From an optimization exercise on the open Yosys and OpenROAD flow, aimed at small area, a short achievable clock period and few clock cycles; shortcuts taken in it are not production practice. Only simulation tests tie the RTL to the original design; equivalence was not proved.

==> config.mk <==
export PLATFORM = sky130hd
export DESIGN_NAME = aes_key_sched_ctrl
export DESIGN_NICKNAME = aes_key_sched_ctrl
export VERILOG_FILES = /design/flow/design.v
export SDC_FILE = /design/flow/constraint.sdc
export NUM_CORES = 4
export LEC_CHECK = 0
export CAP_MARGIN = 20
export CORE_MARGIN = 2
export CORE_UTILIZATION = 40
export SLEW_MARGIN = 20
export SYNTH_HIERARCHICAL = 1
export SYNTH_MINIMUM_KEEP_SIZE = 0
==> constraint.sdc <==
create_clock -name core_clock -period 28.0 [get_ports {clk}]
set_input_delay 5.6000 -clock core_clock [delete_from_list [all_inputs] [get_ports {clk}]]
set_output_delay 5.6000 -clock core_clock [all_outputs]
set_load 0.01 [all_outputs]
==> design.v <==
package aes_pkg;
    localparam int NR = 10;
    localparam logic [7:0] RCON_INIT = 8'h01;
    function automatic logic [7:0] xtime(input logic [7:0] b);
        xtime = {b[6:0], 1'b0} ^ (b[7] ? 8'h1b : 8'h00);
    endfunction
endpackage
module aes_sbox (
    input  logic [7:0] a,
    output logic [7:0] s
);
    logic U0, U1, U2, U3, U4, U5, U6, U7;
    logic T1, T2, T3, T4, T5, T6, T7, T8, T9, T10;
    logic T11, T12, T13, T14, T15, T16, T17, T18, T19, T20;
    logic T21, T22, T23, T24, T25, T26, T27, M1, M2, M3;
    logic M4, M5, M6, M7, M8, M9, M10, M11, M12, M13;
    logic M14, M15, M16, M17, M18, M19, M20, M21, M22, M23;
    logic M24, M25, M26, M27, M28, M29, M30, M31, M32, M33;
    logic M34, M35, M36, M37, M38, M39, M40, M41, M42, M43;
    logic M44, M45, M46, M47, M48, M49, M50, M51, M52, M53;
    logic M54, M55, M56, M57, M58, M59, M60, M61, M62, M63;
    logic L0, L1, L2, L3, L4, L5, L6, L7, L8, L9;
    logic L10, L11, L12, L13, L14, L15, L16, L17, L18, L19;
    logic L20, L21, L22, L23, L24, L25, L26, L27, L28, L29;
    logic S0, S1, S2, S3, S4, S5, S6, S7;
    assign {U0, U1, U2, U3, U4, U5, U6, U7} = a;
    aes_g_xor g000 (.a(U0), .b(U3), .y(T1));
    aes_g_xor g001 (.a(U0), .b(U5), .y(T2));
    aes_g_xor g002 (.a(U0), .b(U6), .y(T3));
    aes_g_xor g003 (.a(U3), .b(U5), .y(T4));
    aes_g_xor g004 (.a(U4), .b(U6), .y(T5));
    aes_g_xor g005 (.a(T1), .b(T5), .y(T6));
    aes_g_xor g006 (.a(U1), .b(U2), .y(T7));
    aes_g_xor g007 (.a(U7), .b(T6), .y(T8));
    aes_g_xor g008 (.a(U7), .b(T7), .y(T9));
    aes_g_xor g009 (.a(T6), .b(T7), .y(T10));
    aes_g_xor g010 (.a(U1), .b(U5), .y(T11));
    aes_g_xor g011 (.a(U2), .b(U5), .y(T12));
    aes_g_xor g012 (.a(T3), .b(T4), .y(T13));
    aes_g_xor g013 (.a(T6), .b(T11), .y(T14));
    aes_g_xor g014 (.a(T5), .b(T11), .y(T15));
    aes_g_xor g015 (.a(T5), .b(T12), .y(T16));
    aes_g_xor g016 (.a(T9), .b(T16), .y(T17));
    aes_g_xor g017 (.a(U3), .b(U7), .y(T18));
    aes_g_xor g018 (.a(T7), .b(T18), .y(T19));
    aes_g_xor g019 (.a(T1), .b(T19), .y(T20));
    aes_g_xor g020 (.a(U6), .b(U7), .y(T21));
    aes_g_xor g021 (.a(T7), .b(T21), .y(T22));
    aes_g_xor g022 (.a(T2), .b(T22), .y(T23));
    aes_g_xor g023 (.a(T2), .b(T10), .y(T24));
    aes_g_xor g024 (.a(T20), .b(T17), .y(T25));
    aes_g_xor g025 (.a(T3), .b(T16), .y(T26));
    aes_g_xor g026 (.a(T1), .b(T12), .y(T27));
    aes_g_and g027 (.a(T13), .b(T6), .y(M1));
    aes_g_and g028 (.a(T23), .b(T8), .y(M2));
    aes_g_xor g029 (.a(T14), .b(M1), .y(M3));
    aes_g_and g030 (.a(T19), .b(U7), .y(M4));
    aes_g_xor g031 (.a(M4), .b(M1), .y(M5));
    aes_g_and g032 (.a(T3), .b(T16), .y(M6));
    aes_g_and g033 (.a(T22), .b(T9), .y(M7));
    aes_g_xor g034 (.a(T26), .b(M6), .y(M8));
    aes_g_and g035 (.a(T20), .b(T17), .y(M9));
    aes_g_xor g036 (.a(M9), .b(M6), .y(M10));
    aes_g_and g037 (.a(T1), .b(T15), .y(M11));
    aes_g_and g038 (.a(T4), .b(T27), .y(M12));
    aes_g_xor g039 (.a(M12), .b(M11), .y(M13));
    aes_g_and g040 (.a(T2), .b(T10), .y(M14));
    aes_g_xor g041 (.a(M14), .b(M11), .y(M15));
    aes_g_xor g042 (.a(M3), .b(M2), .y(M16));
    aes_g_xor g043 (.a(M5), .b(T24), .y(M17));
    aes_g_xor g044 (.a(M8), .b(M7), .y(M18));
    aes_g_xor g045 (.a(M10), .b(M15), .y(M19));
    aes_g_xor g046 (.a(M16), .b(M13), .y(M20));
    aes_g_xor g047 (.a(M17), .b(M15), .y(M21));
    aes_g_xor g048 (.a(M18), .b(M13), .y(M22));
    aes_g_xor g049 (.a(M19), .b(T25), .y(M23));
    aes_g_xor g050 (.a(M22), .b(M23), .y(M24));
    aes_g_and g051 (.a(M22), .b(M20), .y(M25));
    aes_g_xor g052 (.a(M21), .b(M25), .y(M26));
    aes_g_xor g053 (.a(M20), .b(M21), .y(M27));
    aes_g_xor g054 (.a(M23), .b(M25), .y(M28));
    aes_g_and g055 (.a(M28), .b(M27), .y(M29));
    aes_g_and g056 (.a(M26), .b(M24), .y(M30));
    aes_g_and g057 (.a(M20), .b(M23), .y(M31));
    aes_g_and g058 (.a(M27), .b(M31), .y(M32));
    aes_g_xor g059 (.a(M27), .b(M25), .y(M33));
    aes_g_and g060 (.a(M21), .b(M22), .y(M34));
    aes_g_and g061 (.a(M24), .b(M34), .y(M35));
    aes_g_xor g062 (.a(M24), .b(M25), .y(M36));
    aes_g_xor g063 (.a(M21), .b(M29), .y(M37));
    aes_g_xor g064 (.a(M32), .b(M33), .y(M38));
    aes_g_xor g065 (.a(M23), .b(M30), .y(M39));
    aes_g_xor g066 (.a(M35), .b(M36), .y(M40));
    aes_g_xor g067 (.a(M38), .b(M40), .y(M41));
    aes_g_xor g068 (.a(M37), .b(M39), .y(M42));
    aes_g_xor g069 (.a(M37), .b(M38), .y(M43));
    aes_g_xor g070 (.a(M39), .b(M40), .y(M44));
    aes_g_xor g071 (.a(M42), .b(M41), .y(M45));
    aes_g_and g072 (.a(M44), .b(T6), .y(M46));
    aes_g_and g073 (.a(M40), .b(T8), .y(M47));
    aes_g_and g074 (.a(M39), .b(U7), .y(M48));
    aes_g_and g075 (.a(M43), .b(T16), .y(M49));
    aes_g_and g076 (.a(M38), .b(T9), .y(M50));
    aes_g_and g077 (.a(M37), .b(T17), .y(M51));
    aes_g_and g078 (.a(M42), .b(T15), .y(M52));
    aes_g_and g079 (.a(M45), .b(T27), .y(M53));
    aes_g_and g080 (.a(M41), .b(T10), .y(M54));
    aes_g_and g081 (.a(M44), .b(T13), .y(M55));
    aes_g_and g082 (.a(M40), .b(T23), .y(M56));
    aes_g_and g083 (.a(M39), .b(T19), .y(M57));
    aes_g_and g084 (.a(M43), .b(T3), .y(M58));
    aes_g_and g085 (.a(M38), .b(T22), .y(M59));
    aes_g_and g086 (.a(M37), .b(T20), .y(M60));
    aes_g_and g087 (.a(M42), .b(T1), .y(M61));
    aes_g_and g088 (.a(M45), .b(T4), .y(M62));
    aes_g_and g089 (.a(M41), .b(T2), .y(M63));
    aes_g_xor g090 (.a(M61), .b(M62), .y(L0));
    aes_g_xor g091 (.a(M50), .b(M56), .y(L1));
    aes_g_xor g092 (.a(M46), .b(M48), .y(L2));
    aes_g_xor g093 (.a(M47), .b(M55), .y(L3));
    aes_g_xor g094 (.a(M54), .b(M58), .y(L4));
    aes_g_xor g095 (.a(M49), .b(M61), .y(L5));
    aes_g_xor g096 (.a(M62), .b(L5), .y(L6));
    aes_g_xor g097 (.a(M46), .b(L3), .y(L7));
    aes_g_xor g098 (.a(M51), .b(M59), .y(L8));
    aes_g_xor g099 (.a(M52), .b(M53), .y(L9));
    aes_g_xor g100 (.a(M53), .b(L4), .y(L10));
    aes_g_xor g101 (.a(M60), .b(L2), .y(L11));
    aes_g_xor g102 (.a(M48), .b(M51), .y(L12));
    aes_g_xor g103 (.a(M50), .b(L0), .y(L13));
    aes_g_xor g104 (.a(M52), .b(M61), .y(L14));
    aes_g_xor g105 (.a(M55), .b(L1), .y(L15));
    aes_g_xor g106 (.a(M56), .b(L0), .y(L16));
    aes_g_xor g107 (.a(M57), .b(L1), .y(L17));
    aes_g_xor g108 (.a(M58), .b(L8), .y(L18));
    aes_g_xor g109 (.a(M63), .b(L4), .y(L19));
    aes_g_xor g110 (.a(L0), .b(L1), .y(L20));
    aes_g_xor g111 (.a(L1), .b(L7), .y(L21));
    aes_g_xor g112 (.a(L3), .b(L12), .y(L22));
    aes_g_xor g113 (.a(L18), .b(L2), .y(L23));
    aes_g_xor g114 (.a(L15), .b(L9), .y(L24));
    aes_g_xor g115 (.a(L6), .b(L10), .y(L25));
    aes_g_xor g116 (.a(L7), .b(L9), .y(L26));
    aes_g_xor g117 (.a(L8), .b(L10), .y(L27));
    aes_g_xor g118 (.a(L11), .b(L14), .y(L28));
    aes_g_xor g119 (.a(L11), .b(L17), .y(L29));
    aes_g_xor g120 (.a(L6), .b(L24), .y(S0));
    aes_g_xnor g121 (.a(L16), .b(L26), .y(S1));
    aes_g_xnor g122 (.a(L19), .b(L28), .y(S2));
    aes_g_xor g123 (.a(L6), .b(L21), .y(S3));
    aes_g_xor g124 (.a(L20), .b(L22), .y(S4));
    aes_g_xor g125 (.a(L25), .b(L29), .y(S5));
    aes_g_xnor g126 (.a(L13), .b(L27), .y(S6));
    aes_g_xnor g127 (.a(L6), .b(L23), .y(S7));
    assign s = {S0, S1, S2, S3, S4, S5, S6, S7};
endmodule
module aes_g_xor (
    input  logic a,
    input  logic b,
    output logic y
);
    assign y = a ^ b;
endmodule
module aes_g_xnor (
    input  logic a,
    input  logic b,
    output logic y
);
    assign y = ~(a ^ b);
endmodule
module aes_g_and (
    input  logic a,
    input  logic b,
    output logic y
);
    assign y = a & b;
endmodule
module aes_key_round (
    input  logic [31:0] w_m4,     
    input  logic [31:0] w_m1,     
    input  logic [7:0]  rcon,
    output logic [31:0] w_new     
);
    logic [31:0] rot;
    logic [31:0] sub;
    assign rot = {w_m1[23:0], w_m1[31:24]};
    for (genvar i = 0; i < 4; i++) begin : g_sbox
        aes_sbox u_sbox (
            .a (rot[8*i +: 8]),
            .s (sub[8*i +: 8])
        );
    end
    assign w_new = w_m4 ^ sub ^ {rcon, 24'h000000};
endmodule
module aes_key_sched_ctrl #(
    parameter int NR = aes_pkg::NR
) (
    input  logic         clk,
    input  logic         rst_n,
    input  logic         key_valid,
    input  logic [127:0] key_in,
    output logic         key_ready,
    output logic         busy,
    output logic         keys_valid,
    input  logic [3:0]   rd_idx,
    output logic [127:0] rd_key
);
    localparam int NSTEP = NR / 2 - 1;   
    localparam int NW    = NR + 2;       
    logic        busy_q;
    logic        kv_q;
    logic [2:0]  step;
    logic        accept;
    logic [31:0] w [0:NW-1];
    logic [31:0] e [0:NW+1];             
    logic [31:0] ka, kb, kc, kd;
    logic [7:0]  rc0, rc1;
    logic [31:0] n0, n1;
    assign key_ready  = ~busy_q;
    assign busy       = busy_q;
    assign keys_valid = kv_q;
    assign accept     = key_valid & ~busy_q;
    always_ff @(posedge clk or negedge rst_n) begin
        if (!rst_n) begin
            busy_q <= 1'b0;
            kv_q   <= 1'b0;
            step   <= '0;
        end else if (accept) begin
            busy_q <= 1'b1;
            kv_q   <= 1'b0;
            step   <= '0;
        end else if (busy_q) begin
            step <= step + 3'd1;
            if (step == 3'(NSTEP - 1)) begin
                busy_q <= 1'b0;
                kv_q   <= 1'b1;
            end
        end
    end
    always_comb begin
        case (step)
            3'd0:    begin rc0 = 8'h01; rc1 = 8'h02; end
            3'd1:    begin rc0 = 8'h04; rc1 = 8'h08; end
            3'd2:    begin rc0 = 8'h10; rc1 = 8'h20; end
            3'd3:    begin rc0 = 8'h40; rc1 = 8'h80; end
            default: begin rc0 = 8'h1b; rc1 = 8'h36; end
        endcase
    end
    aes_key_round u_round0 (.w_m4(w[NW-4]), .w_m1(w[NW-1]), .rcon(rc0), .w_new(n0));
    aes_key_round u_round1 (.w_m4(w[NW-3]), .w_m1(n0),      .rcon(rc1), .w_new(n1));
    assign ka = key_in[127:96];
    assign kb = key_in[95:64];
    assign kc = key_in[63:32];
    assign kd = key_in[31:0];
    always_ff @(posedge clk) begin
        if (busy_q) begin
            for (int k = 0; k < NW - 4; k++) w[k] <= w[k+2];
        end
        if (accept) begin
            w[NW-4] <= ka ^ kb ^ kc ^ kd;
            w[NW-3] <= kd ^ kb;
            w[NW-2] <= kd ^ kc;
            w[NW-1] <= kd;
        end else if (busy_q) begin
            w[NW-4] <= w[NW-2];
            w[NW-3] <= w[NW-1];
            w[NW-2] <= n0;
            w[NW-1] <= n1;
        end
    end
    always_comb begin
        for (int k = 0; k < NW; k++) e[k] = w[k];
        e[NW]   = n0;
        e[NW+1] = n1;
    end
    logic [31:0] m0, m1, m2, m3;
    always_comb begin
        m0 = '0;
        m1 = '0;
        m2 = '0;
        m3 = '0;
        for (int r = 0; r <= NR; r++) begin
            if (rd_idx == 4'(r)) begin
                m0 = e[r];
                m1 = e[r+1];
                m2 = e[r+2];
                m3 = e[r+3];
            end
        end
    end
    always_ff @(posedge clk) begin
        rd_key <= {(m3 ^ m2) ^ (m1 ^ m0), m3 ^ m1, m3 ^ m2, m3};
    end
endmodule
==> run.sh <==
#!/bin/bash
# synth_recipe.tcl (not shown) runs the flow's synth.tcl, then flattens the netlist and writes it again
# the make line also repeats each setting of config.mk as NAME=value (left out here)
make -C /OpenROAD-flow-scripts/flow DESIGN_CONFIG=/design/flow/config.mk WORK_HOME=/design/flow/orfs CLKGATE_MAP_FILE= SYNTH_SCRIPT=/design/flow/synth_recipe.tcl finish
==> results.cfg, run 1 <==
[timing]
slew_headroom = 0.1417
rsz0062_at_grt = false
timing.final.crit_share = 0.4513
worst_pin_slew_ps = 1284
max_freq_ghz = 0.07913
finClkSkew_ps = 40.03
tns_ps = 0
period_needed_ps = 12640
worst_slack_ps = 15360
finalMaxSlewViolations = 0
hold_violations = 0
setup_viol = 0

[critical_path]
crit_buf_inv = 0
crit_fanout = 7
cp-start-kind = register
crit_path_end_kind = register
critPathMaxStageDelay_ps = 750
critPathKind = register to register
critical-path-top-delay-family = XOR/XNOR gates
worstPathRequired_ps = 28510
crit_top_cell = xor2_1
cp_slowest_cell = xor2_1
arrival_ps = 13140

[synth]
synthXorXnorAreaFrac = 0.2392
synthSimpleGateAreaFrac = 0.1084
ys_seq_area_frac = 0.3539
ys_ff_latch = 517
synth_area_leader_cell = edfxtp_1
synth.area.mux_share = 0.06712
synth_edf_count = 384
synth-compound-area-share = 0.1841
yosysTopAreaCellShare = 0.2870
synth-async-reset-ratio = 0.009671
synth_ff_type = edfxtp_1
avgSynthCellArea_sq_um = 9.593
yosysWarningCount = 11
synth_fa_ha_area_frac = 0.001557
syn_inst = 4188
synth.distinct_cells = 83
syn_area_sq_um = 40170
ys_top_cells_by_area = edfxtp_1, xor2_1, dfxtp_1, xnor2_1, and2_1
synth_top_family_by_area = XOR/XNOR gates

[clock_network]
cts_resized = 0
clk_path_buf_depth = 3
h-tree-depth = 3
numCtsBuffers = 67
cts-root-buf = clkbuf_16
clock_latency_ps = 650
cts_tree = built
postCtsSetupBuffers = 0
hold_buffers = 0
clkSinkCount = 517
clk_pin_slew_ps = 60

[global_routing]
gr-total-overflow = 0
antenna_found_initial = 7
grt_usage = 0.3102
grt_max_degree = 175
first_global_vias = 33350
grt_pass1_wl_mm = 235.7

[cells_and_area]
nets = 4415
mostFrequentLayoutCells = xor2_1, edfxtp_1, o21ai_0, and2_1, a21oi_1
fin_area_sq_um = 45740
area_growth_pct = 13.86
final_layout_size_suffix_gt1_frac = 0.07420
final_common_cell = xor2_1

[floorplan]
io_pins = 266
initial_utilization = 0.4023
die_area_sq_um = 103000
die_height_um = 320.9
core_region_area_sq_um = 99860
rows = 116
die_w_um = 320.9

[placed_design]
post-place-ws_ps = 15520
dp_hpwl_mm = 111.3
portBuffers = 265
placedInstanceArea_sq_um = 43520
gp_congestion = 0.9829

[detailed_routing]
vias_per_cell = 6.255
totalWireLength_mm = 165.5
first_pass_iters = 14
drtIter0Drc = 5746
vias = 35190
routedWlPerCell_um = 29.41
drc = 0
postRouteAntennaNets = 0

[outcome]
status = finished clean

[flow_run]
max_cap_violations = 0

[worst_hold_path]
min_path_type = register to register
[metal layers]
| metal | track usage | part of all wire | routed length, um | vias up |
|---|---|---|---|---|
| li1 | - | - | - | 15160 |
| met2 | 0.4342 | 0.40 | 66380 | 2644 |
| met4 | 0.1642 | 0.063 | 10440 | 4 |
| met3 | 0.1068 | 0.14 | 23210 | 575 |
| met5 | 0 | 0.00027 | 45 | - |
| met1 | 0.4186 | 0.40 | 65390 | 16810 |
[cells by family after synthesis]
| group | count (synthesis) |
|---|---|
| AOI/OAI and AO/OA | 1152 |
| xor gates and xnor gates | 1065 |
| adders and majority gates | 5 |
| buffers and inverters | 353 |
| DFF | 517 |
| muxes | 231 |
| other | 1 |
| and+or+nand+nor | 864 |
[cell type report]
cell class / count / area [sq um]
Clock inverter: 27 / 259.0
Inverter: 20 / 80.08
Clock buffer: 93 / 1959
Tap cell: 1298 / 1624
Antenna cell: 2 / 5.005
Multi-Input combinational cell: 3321 / 24290
Fill cell: 9515 / 54110
Timing Repair Buffer: 348 / 3306
Sequential cell: 517 / 14220
[metrics by stage]
stage / std cells / hold WS (ps) / utilization
2_1_floorplan: 4191 / 441.4 / -
3_3_place_gp: 5504 / 457.8 / 0.4357
3_5_place_dp: 5504 / 460.7 / 0.4358
4_1_cts: 5624 / 462.8 / 0.4580
5_1_grt: 5625 / 477.0 / 0.4580
6_report: 5626 / 456.5 / 0.4581
[per-module statistics from Yosys, one instance, submodules excluded]
module              cell area, sq um  flip-flops and latches  times used
aes_g_xnor                     8.758                       0          32
aes_key_round                  400.4                       0           2
aes_g_xor                      8.758                       0         720
aes_key_sched_ctrl             30600                     517           1
aes_g_and                      6.256                       0         272
aes_sbox                       60.06                       0           8
[worst paths after layout]
check / from / to / slack, ps / depth (start not counted)
setup / recovery: w[11][28] / rd_key[104] / 15360 / 37
hold / removal: w[6][29] / w[4][29] / 460 / 0
setup reg to reg: w[11][28] / rd_key[104] / 15360 / 37
hold reg to reg: w[6][29] / w[4][29] / 460 / 0
max in group asynchronous: rst_n / busy_q / 22590 / 1
min in group asynchronous: rst_n / kv_q / 5180 / 1
[registers in the layout (all words and copies together) (netlist names)]
register and count:
rd_key 128, step 3, kv_q 1, w 384
busy_q 1
[Yosys cell counts, types with 16 or more instances]
| master | instances |
|---|---|
| a211oi_1 | 31 |
| a21o_1 | 20 |
| a21oi_1 | 271 |
| a221o_1 | 23 |
| a221oi_1 | 35 |
| a222oi_1 | 17 |
| a22o_1 | 35 |
| a22oi_1 | 61 |
| a2bb2oi_1 | 20 |
| and2_1 | 278 |
| buf_1 | 20 |
| buf_2 | 94 |
| buf_4 | 97 |
| clkbuf_1 | 119 |
| dfxtp_1 | 128 |
| edfxtp_1 | 384 |
| inv_1 | 18 |
| mux2_2 | 57 |
| mux2i_1 | 149 |
| mux4_2 | 25 |
| nand2_1 | 259 |
| nand3_1 | 22 |
| nor2_1 | 181 |
| nor2b_1 | 32 |
| nor3_1 | 19 |
| o211ai_1 | 30 |
| o21ai_0 | 318 |
| o221ai_1 | 40 |
| o22ai_1 | 114 |
| o2bb2ai_1 | 23 |
| o31ai_1 | 16 |
| xnor2_1 | 238 |
| xor2_1 | 808 |
| xor3_1 | 16 |
Testbench counts, summed over its fixed seeds: cycles 2,896.
==> run 2, diff against run 1 <==
--- a/design.v
+++ b/design.v
@@ -1,6 +1,7 @@
 package aes_pkg;
     localparam int NR = 10;
     localparam logic [7:0] RCON_INIT = 8'h01;
+    localparam logic [7:0] RCON_LAST = 8'h1b;    
     function automatic logic [7:0] xtime(input logic [7:0] b);
         xtime = {b[6:0], 1'b0} ^ (b[7] ? 8'h1b : 8'h00);
     endfunction
@@ -205,56 +206,45 @@
     input  logic [3:0]   rd_idx,
     output logic [127:0] rd_key
 );
-    localparam int NSTEP = NR / 2 - 1;   
-    localparam int NW    = NR + 2;       
+    localparam int NW = NR + 3;          
     logic        busy_q;
     logic        kv_q;
-    logic [2:0]  step;
+    logic [7:0]  rcon;
     logic        accept;
+    logic        last;
     logic [31:0] w [0:NW-1];
-    logic [31:0] e [0:NW+1];             
+    logic [31:0] e [0:NW];               
     logic [31:0] ka, kb, kc, kd;
-    logic [7:0]  rc0, rc1;
-    logic [31:0] n0, n1;
+    logic [31:0] nw;
     assign key_ready  = ~busy_q;
     assign busy       = busy_q;
     assign keys_valid = kv_q;
     assign accept     = key_valid & ~busy_q;
+    assign last = (rcon == aes_pkg::RCON_LAST);
     always_ff @(posedge clk or negedge rst_n) begin
         if (!rst_n) begin
             busy_q <= 1'b0;
             kv_q   <= 1'b0;
-            step   <= '0;
         end else if (accept) begin
             busy_q <= 1'b1;
             kv_q   <= 1'b0;
-            step   <= '0;
-        end else if (busy_q) begin
-            step <= step + 3'd1;
-            if (step == 3'(NSTEP - 1)) begin
-                busy_q <= 1'b0;
-                kv_q   <= 1'b1;
-            end
-        end
-    end
-    always_comb begin
-        case (step)
-            3'd0:    begin rc0 = 8'h01; rc1 = 8'h02; end
-            3'd1:    begin rc0 = 8'h04; rc1 = 8'h08; end
-            3'd2:    begin rc0 = 8'h10; rc1 = 8'h20; end
-            3'd3:    begin rc0 = 8'h40; rc1 = 8'h80; end
-            default: begin rc0 = 8'h1b; rc1 = 8'h36; end
-        endcase
-    end
-    aes_key_round u_round0 (.w_m4(w[NW-4]), .w_m1(w[NW-1]), .rcon(rc0), .w_new(n0));
-    aes_key_round u_round1 (.w_m4(w[NW-3]), .w_m1(n0),      .rcon(rc1), .w_new(n1));
+        end else if (busy_q && last) begin
+            busy_q <= 1'b0;
+            kv_q   <= 1'b1;
+        end
+    end
+    always_ff @(posedge clk) begin
+        if (accept)      rcon <= aes_pkg::RCON_INIT;
+        else if (busy_q) rcon <= aes_pkg::xtime(rcon);
+    end
+    aes_key_round u_round (.w_m4(w[NW-4]), .w_m1(w[NW-1]), .rcon(rcon), .w_new(nw));
     assign ka = key_in[127:96];
     assign kb = key_in[95:64];
     assign kc = key_in[63:32];
     assign kd = key_in[31:0];
     always_ff @(posedge clk) begin
         if (busy_q) begin
-            for (int k = 0; k < NW - 4; k++) w[k] <= w[k+2];
+            for (int k = 0; k < NW - 4; k++) w[k] <= w[k+1];
         end
         if (accept) begin
             w[NW-4] <= ka ^ kb ^ kc ^ kd;
@@ -262,16 +252,15 @@
             w[NW-2] <= kd ^ kc;
             w[NW-1] <= kd;
         end else if (busy_q) begin
-            w[NW-4] <= w[NW-2];
-            w[NW-3] <= w[NW-1];
-            w[NW-2] <= n0;
-            w[NW-1] <= n1;
+            w[NW-4] <= w[NW-3];
+            w[NW-3] <= w[NW-2];
+            w[NW-2] <= w[NW-1];
+            w[NW-1] <= nw;
         end
     end
     always_comb begin
         for (int k = 0; k < NW; k++) e[k] = w[k];
-        e[NW]   = n0;
-        e[NW+1] = n1;
+        e[NW] = nw;
     end
     logic [31:0] m0, m1, m2, m3;
     always_comb begin
==> run 2 against run 1 <==
Routed wire length shrank 18%; clock skew shrank 13 ps; global-route usage shrank 3.4 points; register-to-register slack gained 4800 ps; non-clock buffer count shrank 18; utilization shrank 0.058 points; via count shrank 11%; setup slack gained 2700 ps; worst hold slack gained 3.6 ps; highest routed layer is now met4; critical endpoint is now rd_key[108]; sequential share of layout area grew 4.8 points.
==> results.cfg, run 2 <==
[outcome]
status = finished clean

[detailed_routing]
postRouteAntennaNets = 0
totalWireLength_mm = 136.1
drc = 0
routedWlPerCell_um = 26.52
vias = 31270
vias_per_cell = 6.092
first_pass_iters = 6
drtIter0Drc = 4662

[global_routing]
gr-total-overflow = 0
antenna_found_initial = 0
grt_max_degree = 163
grt_pass1_wl_mm = 198.6
first_global_vias = 29470
grt_usage = 0.2765

[timing]
period_needed_ps = 9972
tns_ps = 0
hold_violations = 0
rsz0062_at_grt = false
slew_headroom = 0.2411
timing.final.crit_share = 0.3561
worst_pin_slew_ps = 1136
finClkSkew_ps = 26.55
max_freq_ghz = 0.1003
finalMaxSlewViolations = 0
setup_viol = 0

[clock_network]
clk_pin_slew_ps = 70
hold_buffers = 0
clock_latency_ps = 660
numCtsBuffers = 60
clk_path_buf_depth = 3
clkSinkCount = 554
cts-root-buf = clkbuf_16
cts_resized = 0
h-tree-depth = 2
postCtsSetupBuffers = 0
cts_tree = built

[synth]
syn_area_sq_um = 37310
ys_ff_latch = 554
syn_inst = 3755
synth_commonest_cells = o21ai_0, xor2_1, edfxtp_1, nand2_1, xnor2_1
synth-async-reset-ratio = 0.003610
synth_area_leader_cell = edfxtp_1
ys_top_cells_by_area = edfxtp_1, xor2_1, dfxtp_1, o21ai_0, xnor2_1
synth_edf_count = 416
yosysWarningCount = 11
avgSynthCellArea_sq_um = 9.936
synth_ff_type = edfxtp_1
yosysTopAreaCellShare = 0.3348
yosysMostFrequentCell = o21ai_0
synth.distinct_cells = 88
ys_seq_area_frac = 0.4091

[flow_run]
max_cap_violations = 0

[floorplan]
rows = 112
io_pins = 266
core_region_area_sq_um = 92910
initial_utilization = 0.4016
die_area_sq_um = 95730
die_height_um = 309.4
die_w_um = 309.4

[cells_and_area]
antenna_cells = 0
final_common_cell = o21ai_0
nets = 3962
area_growth_pct = 13.93
final_cells = 5133
post-route-util = 0.4575
fin_area_sq_um = 42510
mostFrequentLayoutCells = o21ai_0, xor2_1, edfxtp_1, clkdlybuf4s50_1, nand2_1
final_layout_size_suffix_gt1_frac = 0.07914
regMostFlops = w
largest_reg_flops = 416
reg_top3 = w (416), rd_key (128), rcon (8)

[placed_design]
portBuffers = 265
dp_cells = 5018
gp_congestion = 0.9382
placedInstanceArea_sq_um = 40340
dp_hpwl_mm = 90.99

[critical_path]
crit_path_end_kind = register
worstPathRequired_ps = 28580
crit_fanout = 117
critPathKind = input port to register
cp-start-kind = input port
r2r_start = w[12][17]
startpoint = rd_idx[0]
arrival_ps = 10550

[worst_hold_path]
min_path_type = register to register
hp-start = w[7][11]

[pwr]
run 2: cell types whose count changed in the layout (fill, tap and decap cells not counted), moves of 28 or more:
cell | previous run | this run
xor2_1 | 807 | 424
and2_1 | 278 | 141
o21ai_0 | 318 | 434
a21oi_1 | 271 | 206
edfxtp_1 | 384 | 416
mux2i_1 | 149 | 177
run 2: layer usage:
layer / share of wire / up-vias / global-route usage
met5: 0 / - / 0
met4: 0.051 / 0 / 0.1354
met3: 0.12 / 307 / 0.07309
met2: 0.42 / 2023 / 0.3981
met1: 0.41 / 15000 / 0.3828
li1: - / 13940 / -
run 2: path summary, 6_finish.rpt:
kind / end / slack [ps] / cells past startpoint
setup reg to reg: rd_key[121] / 20190 / 21
min in group asynchronous: kv_q / 5100 / 1
hold / removal: w[6][11] / 460 / 0
hold reg to reg: w[6][11] / 460 / 0
max in group asynchronous: busy_q / 22770 / 1
setup / recovery: rd_key[108] / 18030 / 12
run 2: cells by family (layout without fill, tap and decap cells):
logic type	after synthesis	count (layout)	share of synthesized area
AND/OR/NAND/NOR	717	717	0.09337
flip-flops	554	554	0.4091
multiplexers	255	255	0.07345
buffers and inverters	349	473	0.05114
XOR/XNOR	657	657	0.1599
AO/OA/AOI/OAI	1223	1223	0.2130
run 2: Yosys stat by module, one instance, submodules excluded:
module,area (sq um),flops+latches,times used
aes_key_sched_ctrl,32520,554,1
aes_key_round,400.4,0,1
aes_sbox,60.06,0,4
aes_g_xnor,8.758,0,16
aes_g_xor,8.758,0,360
aes_g_and,6.256,0,136
run 2: area by class of cell:
class / instances / area (sq um)
clock inverters: 35 / 462.9
inverters: 29 / 108.9
multi-input cells: 2852 / 20250
repair buffers: 330 / 3153
well taps: 1254 / 1569
clock buffers: 79 / 1698
flip-flops and latches: 554 / 15270
fillers: 8747 / 50400
run 2: critical path, cell delays in order:
cell and delay (ps):
buf_8 500, buf_4 730, buf_4 820, nor2b_4 280, buf_4 680, o21ai_2 510, buf_4 410, o21ai_1 120
o22ai_1 80, a221o_1 310, xnor2_1 210, xnor2_1 140
run 2: per-stage QoR:
step | hold slack, ps | worst slack, ps
2_1_floorplan | 426.4 | 15490
3_3_place_gp | 434.2 | 17520
3_5_place_dp | 440.9 | 17490
4_1_cts | 457.9 | 18170
5_1_grt | 482.3 | 17840
6_report | 460.2 | 18030
Testbench counts of run 2, summed over its fixed seeds: cycles 3,856.

==> afterwards: timing with drivers on the ports <==
Ports are ideal in the flow. The routed layouts listed here were re-timed in OpenROAD.
Step 1 sets driving cells, clkbuf_16 on the clock port and buf_2 on the other inputs (assumed; they add their load-dependent delay and slew).
Step 2 times the ports against the registers' clock, not the clock port: input delays grow and output delays shrink by t, the midpoint of the rising clock arrivals with the driver on.
a / b / c = ideal ports / drivers / drivers and shift; a / b = the first two.
| run | t (ns) | setup WS [ns] | worst slew at a driven data input, ns |
|---|---|---|---|
| run 1 | 0.706 | 15.363 / 15.363 / 15.363 | 0.11 |
| run 2 | 0.710 | 18.028 / 18.041 / 17.332 | 0.05 |
After both steps setup and hold are still met in every run listed. For run 2, which loses most, drivers alone change the setup slack by +0.013 ns; drivers and shift together by -0.696 ns.
